This design comes from an exercise in tuning for small area, a short achievable clock period and few clock cycles per item on the open sky130 flow, not from production work.
The RTL was checked by simulation tests, not by an equivalence proof against the original design.

// env_step_top
module env_step_top (
    input  wire         i_clk,
    input  wire         i_rstn,
    input  wire  [31:0] i_mem_rdata,
    output logic [5:0]  o_mem_addr,
    output logic [31:0] o_mem_wdata,
    output logic        o_mem_we
);
Size: ~1,600 cells after synthesis, roughly 600 flip-flops, about 73 I/O pins, about 17,000 um2 of cells after synthesis.
==> module env_step_top, before the edit <==
module env_step_top (
    input  wire         i_clk,
    input  wire         i_rstn,
    input  wire  [31:0] i_mem_rdata,
    output logic [5:0]  o_mem_addr,
    output logic [31:0] o_mem_wdata,
    output logic        o_mem_we
);
    localparam logic [5:0] ACT_ADDR  = 6'd16;
    localparam logic [5:0] FLAG_ADDR = 6'd17;
    localparam logic [5:0] OBS_ADDR  = 6'd18;
    localparam logic [5:0] RWD_ADDR  = 6'd34;
    localparam logic [5:0] DONE_ADDR = 6'd35;
    localparam logic [3:0] S_POLLA0  = 4'd7;  
    localparam logic [3:0] S_POLLF   = 4'd1;  
    localparam logic [3:0] S_POLLA   = 4'd2;  
    localparam logic [3:0] S_LOAD    = 4'd3;  
    localparam logic [3:0] S_WRITE   = 4'd4;  
    localparam logic [3:0] S_RWD     = 4'd5;
    localparam logic [3:0] S_DONE    = 4'd6;
    localparam logic [3:0] S_CLEAR   = 4'd0;
    localparam logic [3:0] S_RA      = 4'd8;   
    localparam logic [3:0] S_RB      = 4'd9;   
    localparam logic [3:0] S_RESTART = 4'd10;  
    logic [31:0] ring [16];
    logic [15:0] pv;        
    logic [31:0] w;         
    logic [15:0] ad;        
    logic [15:0] oh;        
    logic [15:0] oh_nxt;    
    logic        act_q;     
    logic        w_step_q;  
    logic        verify_q;  
    logic [3:0]  ph;
    logic [3:0]  st;
    logic [3:0]  cnt;
    logic        loaded;    
    logic        ins;       
    logic [5:0]  addr_q;
    logic        we_q;
    assign o_mem_addr  = addr_q;
    assign o_mem_wdata = w;
    assign o_mem_we    = we_q;
    function automatic logic [15:0] step16(input logic [15:0] x, input logic a);
        logic [15:0] y;
        y = x ^ {16{~a}};
        for (int i = 0; i < 16; i++) step16[i] = y[i] ^ (&(y | ~((16'd1 << i) - 16'd1))) ^ ~a;
    endfunction
    logic [15:0]        vel_n, pos_n;
    logic signed [15:0] wpos;
    logic               wdone;
    logic               flag_set, reload, mismatch, keep, load_ad;
    logic [15:0]        ad_n;
    logic [31:0]        rwd_word, w_other;
    always_comb begin
        for (int i = 0; i < 16; i++) oh[i]     = (ph == 4'(i));
        for (int i = 0; i < 16; i++) oh_nxt[i] = (ph == 4'((i + 15) % 16));
    end
    assign vel_n = step16(ring[0][15:0], act_q);
    assign pos_n = step16(pv, act_q);
    assign wpos  = w[31:16];
    assign wdone = (wpos > 16'sd1000) || (wpos < -16'sd1000);
    assign flag_set = (i_mem_rdata != '0);
    assign reload   = (i_mem_rdata == 32'd2) || !loaded;
    assign mismatch = verify_q && (i_mem_rdata[15:0] != ad);
    assign keep     = (st == S_WRITE) && !mismatch;  
    assign load_ad  = (st == S_POLLF) || (st == S_LOAD && cnt == 4'd0) || (st == S_RB);
    always_comb begin
        ad_n = ad;
        for (int i = 0; i < 16; i++) begin
            if (st == S_WRITE && oh[(i + 1) % 16]) ad_n[i] = wdone;
        end
    end
    always_comb begin
        rwd_word = '0;
        for (int i = 0; i < 16; i++) rwd_word[2*i] = ~ad_n[i];
    end
    always_comb begin
        if (st == S_WRITE)    w_other = rwd_word;
        else if (st == S_RWD) w_other = {16'd0, ad};
        else                  w_other = '0;
    end
    always_ff @(posedge i_clk) begin
        for (int j = 0; j < 16; j++) ring[j] <= ring[(j + 1) % 16];
        if (ins)  ring[1]  <= i_mem_rdata;
        if (keep) ring[14] <= w;
        pv <= ring[1][31:16] + ring[1][15:0];
        if (load_ad) ad <= i_mem_rdata[15:0];
        else         ad <= ad_n;
        act_q <= |(oh_nxt & (load_ad ? i_mem_rdata[15:0] : ad));
        if (w_step_q) w <= {pos_n, vel_n};
        else          w <= w_other;
    end
    logic [3:0] st_n;
    logic [3:0] cnt_n;
    logic [5:0] addr_n;
    logic       we_n;
    always_comb begin
        st_n   = st;
        cnt_n  = cnt + 4'd1;
        addr_n = ACT_ADDR;
        we_n   = 1'b0;
        case (st)
            S_POLLA0: begin
                st_n   = S_POLLF;
                addr_n = FLAG_ADDR;
            end
            S_POLLF: begin
                st_n   = S_POLLA;
                addr_n = ACT_ADDR;
            end
            S_POLLA: begin
                if (!flag_set) begin
                    st_n   = S_POLLF;
                    addr_n = FLAG_ADDR;
                end else if (reload) begin
                    st_n   = S_LOAD;
                    cnt_n  = '0;
                    addr_n = {2'b00, ph + 4'd4};
                end else begin
                    st_n   = S_WRITE;
                    cnt_n  = '0;
                    addr_n = OBS_ADDR + {2'b00, ph};
                    we_n   = 1'b1;
                end
            end
            S_LOAD: begin
                addr_n = {2'b00, ph + 4'd4};
                if (cnt == 4'd15) begin
                    st_n   = S_WRITE;
                    addr_n = OBS_ADDR + {2'b00, ph};
                    we_n   = 1'b1;
                end
            end
            S_RA: begin
                st_n = S_RB;
            end
            S_RB: begin
                st_n = S_RESTART;
            end
            S_RESTART: begin
                st_n   = S_WRITE;
                cnt_n  = '0;
                addr_n = OBS_ADDR + {2'b00, ph};
                we_n   = 1'b1;
            end
            S_WRITE: begin
                addr_n = OBS_ADDR + {2'b00, ph};
                we_n   = 1'b1;
                if (mismatch) begin
                    st_n   = S_RA;
                    addr_n = ACT_ADDR;
                    we_n   = 1'b0;
                end else if (cnt == 4'd15) begin
                    st_n   = S_RWD;
                    addr_n = RWD_ADDR;
                end
            end
            S_RWD: begin
                st_n   = S_DONE;
                addr_n = DONE_ADDR;
                we_n   = 1'b1;
            end
            S_DONE: begin
                st_n   = S_CLEAR;
                addr_n = FLAG_ADDR;
                we_n   = 1'b1;
            end
            default: begin  
                st_n   = S_POLLA0;
                addr_n = ACT_ADDR;
            end
        endcase
    end
    always_ff @(posedge i_clk) begin
        cnt      <= cnt_n;
        addr_q   <= addr_n;
        ins      <= (st == S_LOAD);
        verify_q <= (st == S_POLLA) && flag_set && !reload;
        w_step_q <= !((st == S_WRITE && cnt >= 4'd14) || st == S_RWD);
    end
    always_ff @(posedge i_clk or negedge i_rstn) begin
        if (!i_rstn) begin
            st     <= S_CLEAR;
            ph     <= '0;
            loaded <= 1'b0;
            we_q   <= 1'b0;
        end else begin
            st   <= st_n;
            ph   <= ph + 4'd1;
            we_q <= we_n;
            if (st == S_LOAD && cnt == 4'd15) loaded <= 1'b1;
        end
    end
endmodule
make LEC_CHECK=0 ABC_AREA=1 CAP_MARGIN=20 CORE_MARGIN=2 CORE_UTILIZATION=40 CTS_CLUSTER_DIAMETER=80 CTS_CLUSTER_SIZE=30 SETUP_SLACK_MARGIN=2.6 SLEW_MARGIN=20 finish   # period 4.5 ns
run.sh (not shown) runs the stock make flow with config.mk's settings and CLKGATE_MAP_FILE= SYNTH_SCRIPT=/design/flow/synth_recipe.tcl, a recipe that flattens the netlist after the stock synthesis.
Testbench counts at the start, summed over its fixed seeds: cycles 38,280, steps 1,600.
Next try:
--- a/flow/design.v
+++ b/flow/design.v
@@ -25,11 +25,12 @@
     localparam logic [3:0] S_RB      = 4'd9;   
     localparam logic [3:0] S_RESTART = 4'd10;  
     logic [31:0] ring [16];
-    logic [15:0] pv;        
+    logic [15:0] v1;        
     logic [31:0] w;         
     logic [15:0] ad;        
     logic [15:0] oh;        
     logic [15:0] oh_nxt;    
+    logic [15:0] oh_nxt2;   
     logic        act_q;     
     logic        w_step_q;  
     logic        verify_q;  
@@ -43,30 +44,34 @@
     assign o_mem_addr  = addr_q;
     assign o_mem_wdata = w;
     assign o_mem_we    = we_q;
-    function automatic logic [15:0] step16(input logic [15:0] x, input logic a);
-        logic [15:0] y;
-        y = x ^ {16{~a}};
-        for (int i = 0; i < 16; i++) step16[i] = y[i] ^ (&(y | ~((16'd1 << i) - 16'd1))) ^ ~a;
+    function automatic logic [15:0] inc16(input logic [15:0] x);
+        for (int i = 0; i < 16; i++) inc16[i] = x[i] ^ (&(x | ~((16'd1 << i) - 16'd1)));
     endfunction
-    logic [15:0]        vel_n, pos_n;
+    function automatic logic [15:0] dec16(input logic [15:0] x);
+        for (int i = 0; i < 16; i++) dec16[i] = x[i] ^ (&(~x | ~((16'd1 << i) - 16'd1)));
+    endfunction
+    logic               act;   
+    logic [15:0]        pos_n;
     logic signed [15:0] wpos;
     logic               wdone;
-    logic               flag_set, reload, mismatch, keep, load_ad;
+    logic               flag_set, reload, mismatch, keep;
+    logic               load_ad;   
     logic [15:0]        ad_n;
     logic [31:0]        rwd_word, w_other;
     always_comb begin
-        for (int i = 0; i < 16; i++) oh[i]     = (ph == 4'(i));
-        for (int i = 0; i < 16; i++) oh_nxt[i] = (ph == 4'((i + 15) % 16));
-    end
-    assign vel_n = step16(ring[0][15:0], act_q);
-    assign pos_n = step16(pv, act_q);
+        for (int i = 0; i < 16; i++) begin
+            oh[i]      = oh_nxt[(i + 1) % 16];
+            oh_nxt2[i] = oh_nxt[(i + 15) % 16];
+        end
+    end
+    assign act   = load_ad ? |(oh_nxt & i_mem_rdata[15:0]) : act_q;
+    assign pos_n = ring[0][31:16] + v1;
     assign wpos  = w[31:16];
     assign wdone = (wpos > 16'sd1000) || (wpos < -16'sd1000);
     assign flag_set = (i_mem_rdata != '0);
     assign reload   = (i_mem_rdata == 32'd2) || !loaded;
     assign mismatch = verify_q && (i_mem_rdata[15:0] != ad);
     assign keep     = (st == S_WRITE) && !mismatch;  
-    assign load_ad  = (st == S_POLLF) || (st == S_LOAD && cnt == 4'd0) || (st == S_RB);
     always_comb begin
         ad_n = ad;
         for (int i = 0; i < 16; i++) begin
@@ -86,11 +91,12 @@
         for (int j = 0; j < 16; j++) ring[j] <= ring[(j + 1) % 16];
         if (ins)  ring[1]  <= i_mem_rdata;
         if (keep) ring[14] <= w;
-        pv <= ring[1][31:16] + ring[1][15:0];
+        v1 <= act ? inc16(ring[1][15:0]) : dec16(ring[1][15:0]);
+        act_q <= |(oh_nxt2 & (load_ad ? i_mem_rdata[15:0] : ad));
+        for (int i = 0; i < 16; i++) oh_nxt[i] <= (ph == 4'((i + 14) % 16));
         if (load_ad) ad <= i_mem_rdata[15:0];
         else         ad <= ad_n;
-        act_q <= |(oh_nxt & (load_ad ? i_mem_rdata[15:0] : ad));
-        if (w_step_q) w <= {pos_n, vel_n};
+        if (w_step_q) w <= {pos_n, v1};
         else          w <= w_other;
     end
     logic [3:0] st_n;
@@ -178,6 +184,7 @@
         cnt      <= cnt_n;
         addr_q   <= addr_n;
         ins      <= (st == S_LOAD);
+        load_ad  <= (st_n == S_POLLF) || (st_n == S_LOAD && cnt_n == 4'd0) || (st_n == S_RB);
         verify_q <= (st == S_POLLA) && flag_set && !reload;
         w_step_q <= !((st == S_WRITE && cnt >= 4'd14) || st == S_RWD);
     end
Non-clock buffer count went down by 7.
Setup slack gains 0.0086 ns.
Sequential cell count goes up by 17.
Synthesized area stays flat.
Clock-buffer cell count grows by 1.
Via count went down by 1.3%.
Sequential share of layout area is higher by 1.7 points.
Synthesized cell count came out lower by 1.7%.
Testbench counts after the change, summed over its fixed seeds: cycles 38,280, steps 1,600.

[port drivers added, routing unchanged]
No port has a modelled driver above. Below, the same layouts with a new extraction and two added sets of constraints. Step 1: set_driving_cell puts a clkbuf_16 on i_clk and a buf_2 on each other input, an assumption about the parent block. Step 2, shift: input delay + t, output delay - t, t = (earliest + latest rising clock arrival at the registers) / 2. This alone moves slack from input paths to output paths. a / b / c = ideal / step 1 / step 2; a / b = the first two.
| run | t (ns) | setup WS [ns] | worst data-port slew with drivers (ns) |
|---|---|---|---|
| the first run | 0.635 | 2.484 / 2.430 / 2.077 | 0.08 |
| the second run | 0.628 | 2.492 / 2.442 / 2.025 | 0.07 |
After both steps setup and hold are still met in every run listed. For the second run, which loses most, drivers alone change the setup slack by -0.050 ns; drivers and shift together by -0.467 ns.
